Background: an optimization exercise with open tools, aiming at small area. Do not read the settings as production practice. The RTL was checked by simulation tests, not by an equivalence proof against the original design. Power figures rest on the tool's default switching activity, not on a simulated workload.

==> design/flow/design.v <==
package neopixel_pkg;
  localparam int max_w = 13;
  localparam logic [1:0] reg_max_lo = 2'd0;
  localparam logic [1:0] reg_max_hi = 2'd1;
  localparam logic [1:0] reg_ctrl   = 2'd2;
  localparam logic [1:0] reg_status = 2'd3;
  typedef struct packed {
    logic [13:0] addr;
    logic [7:0]  wdata;
    logic        write;
    logic        read;
  } bus_req_t;
  typedef struct packed {
    logic buf_sel;
    logic mode32;
    logic loop;
    logic run;
    logic limit;
    logic init;
  } ctrl_t;
  typedef enum logic [1:0] {
    idle,
    init_low,
    send,
    latch
  } stream_state_e;
  typedef enum logic [1:0] {
    sym_none,
    sym_byte,
    sym_reset
  } symbol_e;
endpackage
`timescale 1ns/1ps
module neopixel_bit_encoder #(
  parameter int T0H    = 20,
  parameter int T1H    = 40,
  parameter int TBIT   = 63,
  parameter int TRESET = 2500,
  localparam int CNT_MAX = (TBIT > TRESET) ? TBIT : TRESET,
  localparam int CNT_W   = $clog2(CNT_MAX + 1)
) (
  input  logic                  busClk,
  input  logic                  rst,
  input  neopixel_pkg::symbol_e sym,
  input  logic [7:0]            sym_byte,
  output logic                  ready,
  output logic                  dout
);
  logic             busy;
  logic             in_reset;
  logic [7:0]       shift_q;
  logic [2:0]       bit_cnt;
  logic [CNT_W-1:0] cyc_cnt;
  logic [CNT_W-1:0] high_len;
  logic             bit_end;
  assign ready    = !busy;
  assign high_len = shift_q[7] ? CNT_W'(T1H) : CNT_W'(T0H);
  assign bit_end  = cyc_cnt == CNT_W'(TBIT - 1);
  assign dout = busy && !in_reset && (cyc_cnt < high_len);
  always_ff @(posedge busClk) begin
    if (ready && sym == neopixel_pkg::sym_byte) begin
      shift_q <= sym_byte;
    end else if (busy && !in_reset && bit_end) begin
      shift_q <= {shift_q[6:0], 1'b0};
    end
  end
  always_ff @(posedge busClk) begin
    if (rst) begin
      busy     <= 1'b0;
      in_reset <= 1'b0;
      bit_cnt  <= '0;
      cyc_cnt  <= '0;
    end else if (!busy) begin
      cyc_cnt <= '0;
      bit_cnt <= 3'd7;
      if (sym != neopixel_pkg::sym_none) begin
        busy     <= 1'b1;
        in_reset <= (sym == neopixel_pkg::sym_reset);
      end
    end else if (in_reset) begin
      if (cyc_cnt == CNT_W'(TRESET - 1)) busy <= 1'b0;
      else cyc_cnt <= cyc_cnt + 1'b1;
    end else if (bit_end) begin
      cyc_cnt <= '0;
      if (bit_cnt == 3'd0) busy <= 1'b0;
      else bit_cnt <= bit_cnt - 1'b1;
    end else begin
      cyc_cnt <= cyc_cnt + 1'b1;
    end
  end
endmodule
`timescale 1ns/1ps
module neopixel_registers #(
  parameter int BUFFER_END = 63,
  localparam int IDX_W = $clog2(BUFFER_END + 1)
) (
  input  logic                            busClk,
  input  logic                            rst,
  input  neopixel_pkg::bus_req_t          bus,
  output logic [7:0]                      bus_rdata,
  input  logic                            sync_start,
  input  logic [IDX_W-1:0]                rd_addr,
  output logic [7:0]                      rd_data,
  output neopixel_pkg::ctrl_t             ctrl,
  output logic [neopixel_pkg::max_w-1:0]  reg_max,
  input  neopixel_pkg::stream_state_e     state,
  input  logic                            init_done,
  input  logic                            frame_done
);
  logic [7:0] pix_mem [0:1][0:BUFFER_END];
  neopixel_pkg::ctrl_t ctrl_d;
  logic                buf_wr;
  logic                reg_wr;
  logic [IDX_W-1:0]    buf_idx;
  assign buf_wr  = bus.write && !bus.addr[13];
  assign reg_wr  = bus.write && bus.addr[13];
  assign buf_idx = bus.addr[IDX_W-1:0];
  assign rd_data = pix_mem[!ctrl.buf_sel][rd_addr];
  always_ff @(posedge busClk) begin
    if (buf_wr) begin
      pix_mem[ctrl.buf_sel][buf_idx] <= bus.wdata;
    end
  end
  always_comb begin
    ctrl_d = ctrl;
    if (reg_wr && bus.addr[1:0] == neopixel_pkg::reg_ctrl) begin
      ctrl_d = neopixel_pkg::ctrl_t'(bus.wdata[5:0]);
    end
    if (sync_start) begin
      ctrl_d.run = 1'b1;
    end
    if (ctrl_d.init) begin
      ctrl_d      = '0;
      ctrl_d.init = 1'b1;
    end
    if (init_done) begin
      ctrl_d.init = 1'b0;
    end
    if (frame_done) begin
      ctrl_d.run = ctrl_d.loop;
    end
  end
  always_ff @(posedge busClk) begin
    if (rst) begin
      ctrl    <= '0;
      reg_max <= '0;
    end else begin
      ctrl <= ctrl_d;
      if (reg_wr && bus.addr[1:0] == neopixel_pkg::reg_max_lo) begin
        reg_max[7:0] <= bus.wdata;
      end
      if (reg_wr && bus.addr[1:0] == neopixel_pkg::reg_max_hi) begin
        reg_max[neopixel_pkg::max_w-1:8] <= bus.wdata[neopixel_pkg::max_w-9:0];
      end
    end
  end
  always_ff @(posedge busClk) begin
    if (bus.read) begin
      if (!bus.addr[13]) begin
        bus_rdata <= pix_mem[ctrl.buf_sel][buf_idx];
      end else begin
        case (bus.addr[1:0])
          neopixel_pkg::reg_max_lo: bus_rdata <= reg_max[7:0];
          neopixel_pkg::reg_max_hi: bus_rdata <= 8'(reg_max[neopixel_pkg::max_w-1:8]);
          neopixel_pkg::reg_ctrl:   bus_rdata <= 8'(ctrl);
          default:                  bus_rdata <= {7'b0, state != neopixel_pkg::idle};
        endcase
      end
    end
  end
endmodule
`timescale 1ns/1ps
module neopixel_streamer #(
  parameter int BUFFER_END = 63,
  parameter int TRESET     = 2500,
  localparam int IDX_W = $clog2(BUFFER_END + 1)
) (
  input  logic                            busClk,
  input  logic                            rst,
  input  neopixel_pkg::ctrl_t             ctrl,
  input  logic [neopixel_pkg::max_w-1:0]  reg_max,
  output logic [IDX_W-1:0]                rd_addr,
  input  logic [7:0]                      rd_data,
  output neopixel_pkg::symbol_e           sym,
  output logic [7:0]                      sym_byte,
  input  logic                            ready,
  output neopixel_pkg::stream_state_e     state,
  output logic                            init_done,
  output logic                            frame_done,
  output logic                            start_seen
);
  logic [IDX_W-1:0] last_idx;
  logic             skip;
  logic             reset_sent;
  assign last_idx = (ctrl.limit && reg_max < BUFFER_END) ?
                    reg_max[IDX_W-1:0] : IDX_W'(BUFFER_END);
  assign skip = !ctrl.mode32 && (rd_addr[1:0] == 2'b11);
  assign sym_byte = rd_data;
  always_comb begin
    sym = neopixel_pkg::sym_none;
    if (ready) begin
      case (state)
        neopixel_pkg::send: begin
          if (!skip) sym = neopixel_pkg::sym_byte;
        end
        neopixel_pkg::init_low, neopixel_pkg::latch: begin
          if (!reset_sent) sym = neopixel_pkg::sym_reset;
        end
        default: sym = neopixel_pkg::sym_none;
      endcase
    end
  end
  assign init_done  = (state == neopixel_pkg::init_low) && ready && reset_sent;
  assign frame_done = (state == neopixel_pkg::latch) && ready && reset_sent;
  assign start_seen = (state == neopixel_pkg::idle) && !ctrl.init && ctrl.run;
  always_ff @(posedge busClk) begin
    if (rst) begin
      state      <= neopixel_pkg::idle;
      rd_addr    <= '0;
      reset_sent <= 1'b0;
    end else begin
      case (state)
        neopixel_pkg::idle: begin
          rd_addr <= '0;
          if (ctrl.init) begin
            state <= neopixel_pkg::init_low;
          end else if (ctrl.run) begin
            state <= neopixel_pkg::send;
          end
        end
        neopixel_pkg::send: begin
          if (skip || ready) begin
            if (rd_addr == last_idx) begin
              state <= neopixel_pkg::latch;
            end else begin
              rd_addr <= rd_addr + 1'b1;
            end
          end
        end
        default: begin
          if (ready) begin
            if (reset_sent) begin
              reset_sent <= 1'b0;
              state      <= neopixel_pkg::idle;
            end else begin
              reset_sent <= 1'b1;
            end
          end
        end
      endcase
    end
  end
endmodule
`timescale 1ns/1ps
module neopixel_top #(
  parameter int BUFFER_END = 63,
  parameter int T0H    = 20,
  parameter int T1H    = 40,
  parameter int TBIT   = 63,
  parameter int TRESET = 2500,
  localparam int IDX_W = $clog2(BUFFER_END + 1)
) (
  input  logic                   busClk,
  input  logic                   rst,
  input  logic [13:0]            bus_addr,
  input  logic [7:0]             bus_wdata,
  input  logic                   bus_write,
  input  logic                   bus_read,
  output logic [7:0]             bus_rdata,
  input  logic                   sync_start,
  output logic                   dout
);
  neopixel_pkg::bus_req_t        bus;
  neopixel_pkg::ctrl_t           ctrl;
  logic [neopixel_pkg::max_w-1:0] reg_max;
  logic [IDX_W-1:0]              rd_addr;
  logic [7:0]                    rd_data;
  neopixel_pkg::stream_state_e   state;
  logic                          init_done;
  logic                          frame_done;
  logic                          start_seen;
  neopixel_pkg::symbol_e         sym;
  logic [7:0]                    sym_byte;
  logic                          ready;
  assign bus = {bus_addr, bus_wdata, bus_write, bus_read};
  neopixel_registers #(.BUFFER_END(BUFFER_END)) i_registers (
    .busClk, .rst, .bus, .bus_rdata, .sync_start, .rd_addr, .rd_data,
    .ctrl, .reg_max, .state, .init_done, .frame_done
  );
  neopixel_streamer #(.BUFFER_END(BUFFER_END), .TRESET(TRESET)) i_streamer (
    .busClk, .rst, .ctrl, .reg_max, .rd_addr, .rd_data, .sym, .sym_byte,
    .ready, .state, .init_done, .frame_done, .start_seen
  );
  neopixel_bit_encoder #(.T0H(T0H), .T1H(T1H), .TBIT(TBIT), .TRESET(TRESET)) i_encoder (
    .busClk, .rst, .sym, .sym_byte, .ready, .dout
  );
endmodule
==> design/flow/run.sh <==
#!/bin/bash
# synth_recipe.tcl (not shown) runs the flow's synth.tcl, then flattens the netlist and writes it again
# the make line also repeats each setting of config.mk as NAME=value (left out here)
make -C /OpenROAD-flow-scripts/flow DESIGN_CONFIG=/design/flow/config.mk WORK_HOME=/design/flow/orfs CLKGATE_MAP_FILE= SYNTH_SCRIPT=/design/flow/synth_recipe.tcl finish
==> design/flow/config.mk <==
export PLATFORM = sky130hd
export DESIGN_NAME = neopixel_top
export DESIGN_NICKNAME = neopixel_top
export VERILOG_FILES = /design/flow/design.v
export SDC_FILE = /design/flow/constraint.sdc
export NUM_CORES = 4
export LEC_CHECK = 0
export CAP_MARGIN = 20
export CORE_MARGIN = 2
export CORE_UTILIZATION = 45
export SLEW_MARGIN = 20
==> design/flow/constraint.sdc <==
create_clock -name core_clock -period 20.0 [get_ports {busClk}]
set_input_delay 4.0000 -clock core_clock [delete_from_list [all_inputs] [get_ports {busClk}]]
set_output_delay 4.0000 -clock core_clock [all_outputs]
set_load 0.01 [all_outputs]
==> impl_metrics.py, run 1 <==
metrics = {
    "floorplanning": {
        "die_x_um": 341,
        "start_util_pct": 45.4,
        "pin_count": 36,
        "die-area_sq_um": 116000,
        "fp-row-count": 123,
        "die_h_um": 341,
        "core-area_sq_um": 112000,
    },
    "power_and_ir_drop": {
        "powerDensity_nw_per_um2": 87.9,
        "power.leakage_nw": 17.0,
        "ir_drop_mv": 0.0598,
    },
    "worst_hold_path": {
        "hold_class": "register to register",
        "hp-start": "i_streamer.reset_sent$_SDFFE_PP0P_",
    },
    "synth": {
        "yosys_warnings": 3,
        "syn_avg_cell_area_sq_um": 17.1,
        "yosysSeqAreaShare_pct": 62.9,
        "synth-seq-cells": 1085,
        "synth_top_area_share_pct": 61.2,
        "synth_flop_cell": "edfxtp_1",
        "syn_inst": 2989,
        "syn_area_sq_um": 51100,
        "async_reset_ff_share_pct": 0,
        "netlist-cell-type-count": 66,
        "synth_area_leaders": "edfxtp_1 61%, mux4_2 17%, mux2i_1 6.5%, dfxtp_1 1.8%, nor2_1 1.3%",
        "synth_top_cell_by_area": "edfxtp_1",
        "synth_nets": 3024,
        "synth-edff-count": 1040,
    },
    "clocking": {
        "cts_sinks": 1085,
        "cts-buffers-inserted": 112,
        "clkLatencyLatePin_ns": 0.72,
        "cts_setup_buffers": 0,
        "hold_buffers": 0,
        "cts_root_buf": "clkbuf_16",
        "htree_levels": 3,
        "cts_resized": 0,
        "cts_tree": "done",
        "clk_pin_slew_worst_paths_ns": 0.06,
        "clock_path_buffers": 3,
    },
    "sta": {
        "rsz0062_at_grt": "false",
        "fin_tns_setup_ns": 0,
        "fmax_ghz": 0.127,
        "final.min_clock_period_ns": 7.87,
        "fin_crit_sh_pct": 39.3,
        "drv_slew": 0,
        "worst_pin_slew_ns": 1.12,
        "worst_slack_ns": 12.13,
        "hold_viol_final": 0,
        "setup_viol": 0,
        "finalClockSkew_ns": 0.0360,
        "slew_headroom_pct": 25.1,
    },
    "drt": {
        "dr.pass1.iters": 5,
        "wl_per_cell_um": 34.8,
        "drc": 0,
        "vias_per_cell": 6.78,
        "vias": 30800,
        "dr.first_iter.drc_count": 4282,
        "drtAntennaViolNets": 0,
        "drt_wl_total_um": 158000,
    },
    "setup_path": {
        "critical_path_class": "input port to register",
        "crit_required_ns": 20.44,
        "start_kind": "input port",
        "crit_start": "bus_addr[0]",
        "cp_max_fo": 57,
        "end_kind": "register",
        "arrival_ns": 8.31,
        "r2r_start": "i_streamer.rd_addr[0]$_SDFFE_PP0P_",
        "rrSetupSlack_ns": 15.13,
    },
    "placed_design": {
        "place_congestion": 0.881,
        "detailedPlace.worstSlack_ns": 11.31,
        "dp_hpwl_um": 99200,
        "io_buffers": 28,
        "placed_cell_area_sq_um": 52400,
    },
    "job": {
        "cap_violations": 0,
    },
    "global_routing": {
        "antenna_found_initial": 6,
        "grt_usage_pct": 27.1,
        "overflow": 0,
        "grt_pass1_wl_um": 226000,
        "grt_pass1_vias": 30700,
        "grt_start_max_net_pins": 119,
    },
    "status": {
        "outcome": "no timing/DRC/antenna violations",
    },
    "cells_and_area": {
        "area_growth_pct": 9.91,
        "final_area_sq_um": 56100,
        "antenna_cells": 0,
        "fin_nets": 2992,
        "drive_gt1_share_pct": 21.3,
    },
}
## synth_stat cells (all sizes together) (15+ instances only)
cell    number
o221ai      56
o21ai       77
mux2i      332
a21oi      111
o22ai       38
edfxtp    1040
nand3       39
nand2      109
buf        126
nor2       173
a22oi       47
mux4       385
a221oi      54
nand2b      15
a211oi      43
clkbuf     111
dfxtp       45
## final timing paths
path         cells past startpoint                                  to
min reg2reg                      2  i_streamer.reset_sent$_SDFFE_PP0P_
max reg2reg                      7      i_encoder.shift_q[3]$_DFFE_PP_
min                              2  i_streamer.reset_sent$_SDFFE_PP0P_
max                              8  i_registers.bus_rdata[7]$_DFFE_PP_
## routing by layer
layer	vias to the layer above	global-route usage [%]	routed length (um)
met3	308	4.92	15600
met5	-	0	25
li1	12400	-	-
met4	4	10.0	6190
met1	16200	38.3	62100
met2	1863	42.4	74300
## kinds of logic (layout without fill, tap and decap cells)
group / count (synthesis) / in the layout / share of synthesized area (%)
compound gates: 486 / 486 / 6.52
fa+ha+maj: 8 / 8 / 0.196
flops: 1085 / 1085 / 62.9
buf+inv: 250 / 307 / 2.77
simple gates: 422 / 422 / 3.72
xor+xnor: 16 / 16 / 0.274
mux: 722 / 722 / 23.6
## state kept, by name, indices dropped and copies added (netlist names)
signal,cells
i_encoder.bit_cnt,3
i_registers.pix_mem,1024
i_encoder.busy,1
i_registers.reg_max,13
i_streamer.reset_sent,1
i_registers.bus_rdata,8
i_streamer.rd_addr,6
i_streamer.state,2
i_registers.ctrl,6
i_encoder.cyc_cnt,12
i_encoder.shift_q,8
i_encoder.in_reset,1
## critical path, cell delays in order
cell,delay [ns]
buf_8,0.43
buf_4,0.73
buf_4,0.65
mux4_2,0.60
a2111oi_0,0.75
a22o_1,0.30
o22ai_1,0.15
o31a_1,0.42
## final cells by class
cell class                 instances  area [sq um]
tap                             1500          1880
clock inverter                    60           548
inverter                          13          48.8
fill                            9112         56400
clock buffer                     143          3120
timing repair buffer              91           801
sequential                      1085         32100
multi-input combinational       1654         17600
## report_power, final
part	switching [mW]	total (mW)	internal (mW)
sequential	0.00825	2.50	2.50
clock	0.881	2.10	1.22
combinational	0.211	0.330	0.119
total	1.10	4.94	3.84
## per-stage QoR
stage / hold WS [ns] / cells / total power [mW] / util, %
2_1_floorplan: 0.450 / 2989 / 2.75 / -
6_report: 0.483 / 4546 / 4.94 / 49.9
3_5_place_dp: 0.480 / 4342 / 2.88 / 46.6
5_1_grt: 0.524 / 4546 / 5.05 / 49.9
3_3_place_gp: 0.470 / 4342 / 2.87 / 46.6
4_1_cts: 0.488 / 4545 / 4.95 / 49.9
## cell usage in the layout (no fill, tap or decap), types with 9 or more instances in the layout
| master | count |
|---|---|
| nand4_1 | 12 |
| a22oi_1 | 47 |
| a211oi_1 | 43 |
| dfxtp_1 | 40 |
| bufinv_16 | 10 |
| o22ai_1 | 38 |
| buf_4 | 67 |
| mux2i_1 | 332 |
| o221ai_1 | 56 |
| nor2_1 | 168 |
| and3_1 | 10 |
| a21oi_1 | 111 |
| clkdlybuf4s50_1 | 15 |
| nand2b_1 | 15 |
| clkinv_2 | 13 |
| nor2b_1 | 11 |
| a22o_1 | 11 |
| clkbuf_1 | 18 |
| a31oi_1 | 10 |
| o21ai_0 | 76 |
| clkbuf_16 | 118 |
| nand3_1 | 36 |
| nand2_1 | 106 |
| nand3b_1 | 9 |
| mux4_2 | 385 |
| nor3_1 | 13 |
| a221oi_1 | 54 |
| clkinv_1 | 28 |
| edfxtp_1 | 1040 |
| inv_1 | 12 |
==> run 2, diff against run 1 <==
--- a/design/flow/design.v
+++ b/design/flow/design.v
@@ -92,7 +92,8 @@
 `timescale 1ns/1ps
 module neopixel_registers #(
   parameter int BUFFER_END = 63,
-  localparam int IDX_W = $clog2(BUFFER_END + 1)
+  localparam int IDX_W = $clog2(BUFFER_END + 1),
+  localparam int DEPTH = BUFFER_END + 1
 ) (
   input  logic                            busClk,
   input  logic                            rst,
@@ -107,7 +108,6 @@
   input  logic                            init_done,
   input  logic                            frame_done
 );
-  logic [7:0] pix_mem [0:1][0:BUFFER_END];
   neopixel_pkg::ctrl_t ctrl_d;
   logic                buf_wr;
   logic                reg_wr;
@@ -115,12 +115,39 @@
   assign buf_wr  = bus.write && !bus.addr[13];
   assign reg_wr  = bus.write && bus.addr[13];
   assign buf_idx = bus.addr[IDX_W-1:0];
-  assign rd_data = pix_mem[!ctrl.buf_sel][rd_addr];
-  always_ff @(posedge busClk) begin
-    if (buf_wr) begin
-      pix_mem[ctrl.buf_sel][buf_idx] <= bus.wdata;
+  logic [7:0] bank_q [0:1];
+  for (genvar b = 0; b < 2; b++) begin : g_bank
+    logic [7:0]       mem_q [0:DEPTH-1];
+    logic             is_sw;
+    logic [IDX_W-1:0] addr;
+    logic [DEPTH-1:0] wsel;
+    logic [DEPTH-1:0] hold;
+    logic [DEPTH-1:0] rsel;
+    logic [7:0]       rd_or;
+    assign is_sw = (ctrl.buf_sel == 1'(b));
+    assign addr  = is_sw ? buf_idx : rd_addr;
+    for (genvar i = 0; i < DEPTH; i++) begin : g_word
+      assign wsel[i] = buf_wr && is_sw && (buf_idx == IDX_W'(i));
+      assign hold[i] = !bus.write || bus.addr[13] || !is_sw || (buf_idx != IDX_W'(i));
+      assign rsel[i] = (addr == IDX_W'(i));
+      logic [7:0] q;
+      always_ff @(posedge busClk) begin
+        q <= ({8{wsel[i]}} & bus.wdata) | ({8{hold[i]}} & q);
+      end
+      assign mem_q[i] = q;
+    end
+    always_comb begin
+      rd_or = '0;
+      for (int r = 0; r < 8; r++) begin
+        logic [7:0] row;
+        row = '0;
+        for (int c = 0; c < 8; c++) row = row | ({8{addr[2:0] == 3'(c)}} & mem_q[r*8+c]);
+        rd_or = rd_or | ({8{addr[5:3] == 3'(r)}} & row);
+      end
     end
+    assign bank_q[b] = rd_or;
   end
+  assign rd_data = ctrl.buf_sel ? bank_q[0] : bank_q[1];
   always_comb begin
     ctrl_d = ctrl;
     if (reg_wr && bus.addr[1:0] == neopixel_pkg::reg_ctrl) begin
@@ -157,7 +184,7 @@
   always_ff @(posedge busClk) begin
     if (bus.read) begin
       if (!bus.addr[13]) begin
-        bus_rdata <= pix_mem[ctrl.buf_sel][buf_idx];
+        bus_rdata <= ctrl.buf_sel ? bank_q[1] : bank_q[0];
       end else begin
         case (bus.addr[1:0])
           neopixel_pkg::reg_max_lo: bus_rdata <= reg_max[7:0];
==> run 2 against run 1 <==
Compared with the run above:
- sequential share of layout area is 10 points higher
- critical path depth is 5 higher
- flip-flop and latch count unchanged
- area after synthesis down 16%
- still clean
- clock power down 11%
- maximum frequency decreased by 16%
- first-iteration DRC count fell by 17%
- critical path type unchanged
- combinational power down 8.5%
- power decreased by 5.0%
==> impl_metrics.py, run 2 <==
metrics = {
    "status": {
        "outcome": "no timing/DRC/antenna violations",
    },
    "floorplanning": {
        "core-area_sq_um": 93600,
        "fp-row-count": 112,
        "die-area_sq_um": 97400,
        "start_util_pct": 45.6,
        "die_h_um": 312,
        "pin_count": 36,
        "die_x_um": 312,
    },
    "clocking": {
        "cts_sinks": 1085,
        "cts-buffers-inserted": 105,
        "clkLatencyLatePin_ns": 0.69,
        "cts_resized": 0,
        "clk_pin_slew_worst_paths_ns": 0.06,
        "cts_tree": "done",
        "hold_buffers": 0,
        "cts_setup_buffers": 0,
        "htree_levels": 3,
        "clock_path_buffers": 3,
        "cts_root_buf": "clkbuf_16",
    },
    "job": {
        "cap_violations": 0,
    },
    "cells_and_area": {
        "drive_gt1_share_pct": 11.4,
        "area_growth_pct": 11.4,
        "final_cell_mix": "1040 x edfxtp_1, 217 x nand2_1, 209 x nor2_1",
        "antenna_cells": 0,
        "fin_nets": 2811,
        "fill_cells": 7836,
        "final_common_cell": "edfxtp_1",
        "stdcell_count": 4112,
    },
    "setup_path": {
        "r2r_end": "i_registers.bus_rdata[1]$_DFFE_PP_",
        "slowest_delay_ns": 1.11,
        "reg2reg_depth": 12,
        "r2r_start": "i_registers.ctrl[5]$_SDFFE_PP0P_",
        "cpMostUsedCell": "buf_4",
        "slowest_stage": "nor4_1",
        "end_kind": "register",
        "critical_path_class": "input port to register",
        "cp_max_fo": 50,
        "crit_chain": "clkdlybuf4s50_1 > buf_4 > mux2_4 > buf_4 > buf_4 > nor2_1 > buf_4 > a22oi_1 > o22ai_1 > o21ai_0 > o2111ai_1 > nor4_1 > a221oi_1",
        "arrival_ns": 9.70,
        "crit_required_ns": 20.35,
        "start_kind": "input port",
        "rrSetupSlack_ns": 14.19,
    },
    "sta": {
        "fin_tns_setup_ns": 0,
        "rsz0062_at_grt": "false",
        "finalClockSkew_ns": 0.0235,
        "hold_viol_final": 0,
        "fin_crit_sh_pct": 46.8,
        "setup_viol": 0,
        "fmax_ghz": 0.107,
        "final.min_clock_period_ns": 9.35,
        "drv_slew": 0,
        "worst_pin_slew_ns": 1.21,
        "slew_headroom_pct": 17.6,
    },
    "synth": {
        "yosys_warnings": 6,
        "yosysSeqAreaShare_pct": 75.3,
        "synth-edff-count": 1040,
        "async_reset_ff_share_pct": 0,
        "netlist-cell-type-count": 85,
        "synthMuxAreaShare_pct": 3.90,
        "syn_area_sq_um": 42700,
        "yosysMostFrequentCell": "edfxtp_1",
        "synth_nets": 2773,
        "synth_flop_cell": "edfxtp_1",
        "synth_commonest_cells": "1040 x edfxtp_1, 217 x nand2_1, 213 x nor2_1, 208 x a22oi_1, 116 x a21oi_1",
        "synthSimpleGateAreaFrac_pct": 6.76,
        "synthAdderAreaFrac_pct": 0.234,
        "synth_area_leaders": "edfxtp_1 73%, a22oi_1 3.7%, dfxtp_1 2.1%, nand2_1 1.9%, nor2_1 1.9%",
        "syn_avg_cell_area_sq_um": 15.6,
        "synth-seq-cells": 1085,
        "synth_top_cell_by_area": "edfxtp_1",
        "synth_top_family_by_area": "compound AO/OA/AOI/OAI gates",
        "synth_top_area_share_pct": 73.1,
        "synth_xor_area_share_pct": 0.349,
        "syn_inst": 2738,
        "synth_compound_area_share_pct": 11.6,
    },
    "drt": {
        "drt-met1-wl_um": 49800,
        "highest_layer": "met4",
        "wl_met2_um": 57800,
        "dr.first_iter.drc_count": 3534,
        "drc": 0,
        "vias": 26100,
        "drtAntennaViolNets": 0,
        "met3_length_um": 12200,
        "wl_per_cell_um": 30.2,
        "vias_per_cell": 6.36,
        "dr.pass1.iters": 8,
        "drt_wl_total_um": 124000,
    },
    "global_routing": {
        "grt_start_max_net_pins": 93,
        "grt_pass1_wl_um": 178000,
        "overflow": 0,
        "grt_pass1_vias": 25100,
        "antenna_found_initial": 0,
        "grt_usage_pct": 25.0,
    },
    "worst_hold_path": {
        "holdPathEnd": "i_streamer.reset_sent$_SDFFE_PP0P_",
        "hold_class": "register to register",
        "hp-start": "i_streamer.reset_sent$_SDFFE_PP0P_",
        "worstHoldPathCells": 2,
    },
    "placed_design": {
        "place_congestion": 0.892,
        "dp_hpwl_um": 74700,
        "dp_cells": 3922,
        "io_buffers": 28,
    },
    "power_and_ir_drop": {
        "powerDensity_nw_per_um2": 98.6,
        "ir_drop_mv": 0.0726,
        "power.leakage_nw": 14.7,
    },
}
[run 2: changes by cell type after synthesis, moves of 18 or more]
cell      delta
a22oi_1    +161
buf_6       -19
o221ai_1    -49
o22ai_1     -18
nor2_1      +42
a222oi_1    +45
nand2_1    +108
mux2i_1    -267
clkbuf_1    -42
a211oi_1    -24
mux4_2     -377
buf_4       -26
mux2_2      +61
[run 2: worst max path at each step]
stage / startpoint / endpoint / slack (ns) / cells past startpoint
floorplan: bus_addr[2] / i_encoder.shift_q[4]$_DFFE_PP_ / 13.66 / 10
global placement: bus_addr[0] / i_registers.bus_rdata[1]$_DFFE_PP_ / 10.18 / 13
detailed placement: bus_addr[0] / i_registers.bus_rdata[1]$_DFFE_PP_ / 10.11 / 13
CTS: bus_addr[0] / i_registers.bus_rdata[1]$_DFFE_PP_ / 10.83 / 13
global route: bus_addr[0] / i_registers.bus_rdata[1]$_DFFE_PP_ / 10.63 / 13
finish: bus_addr[0] / i_registers.bus_rdata[1]$_DFFE_PP_ / 10.65 / 13
[run 2: layout make-up]
type	instances	area [sq um]	area share, %
clock buffers	137	2770	5.82
clock inverters	52	437	0.918
inverters	12	45.0	0.0947
multi-input cells	1480	9880	20.8
flip-flops and latches	1085	32100	67.5
well taps	1254	1570	3.30
repair buffers	92	748	1.57
[run 2: kinds of logic (layout without fill, tap and decap cells)]
| family | count (synthesis) | in the layout |
|---|---|---|
| AO/OA/AOI/OAI | 684 | 684 |
| adder cells (fa/ha/maj) | 8 | 8 |
| multiplexers | 145 | 145 |
| flip-flops | 1085 | 1085 |
| buffers and inverters | 173 | 293 |
| XOR/XNOR | 17 | 17 |
| AND/OR/NAND/NOR | 626 | 626 |
[run 2: worst max-delay path: cells and delay by family]
kind	cells	cell delay, ns
buffers and inverters	5	2.37
muxes	1	0.56
AOI/OAI and AO/OA	5	1.37
and+or+nand+nor	2	1.31
[run 2: report_power, final]
group,switching [mW],internal [mW]
logic,0.217,0.0854
clock network,0.824,1.05
registers,0.0100,2.50
[run 2: through the flow]
stage	hold slack [ns]	instance area, sq um	power [mW]	setup slack (ns)	util, %
2_1_floorplan	0.436	42700	2.71	13.66	-
3_3_place_gp	0.445	44400	2.85	10.18	47.4
3_5_place_dp	0.454	44400	2.86	10.11	47.4
4_1_cts	0.463	47600	4.69	10.83	50.8
5_1_grt	0.495	47600	4.80	10.63	50.8
6_report	0.460	47600	4.69	10.65	50.8
[run 2: routing by layer]
layer	global-route usage, %	vias to the layer above
met1	35.1	13300
li1	-	11100
met5	0	-
met4	8.48	0
met2	39.3	1454
met3	5.08	236

==> port drivers added, routing unchanged <==
The flow's constraints put no driver on any port. The routed layouts listed below were extracted and timed again, unchanged, in two steps.
Step 1 sets driving cells, clkbuf_16 on the clock port and buf_2 on the other inputs (assumed; they add their load-dependent delay and slew).
Step 2 moves the port delays by t, midway between the first and last clock arrival at a register: inputs arrive t later, outputs are due t later. That takes back most of the time a late clock gives input paths.
Slacks: ideal / step 1 / step 2; pairs: ideal / step 1.
run	t (ns)	slack for setup (ns)	hold slack, ns	clock arrival spread, ns	slew at the worst register clock pin (ns)
run 1	0.786	12.130 / 12.144 / 11.358	0.483 / 0.483 / 0.483	0.037 / 0.036	0.07 / 0.07
run 2	0.742	10.646 / 10.680 / 9.938	0.460 / 0.460 / 0.460	0.026 / 0.025	0.07 / 0.07
After both steps every run listed still meets setup and hold. For run 1, which loses most, drivers alone change the setup slack by +0.014 ns; drivers and shift together by -0.772 ns.
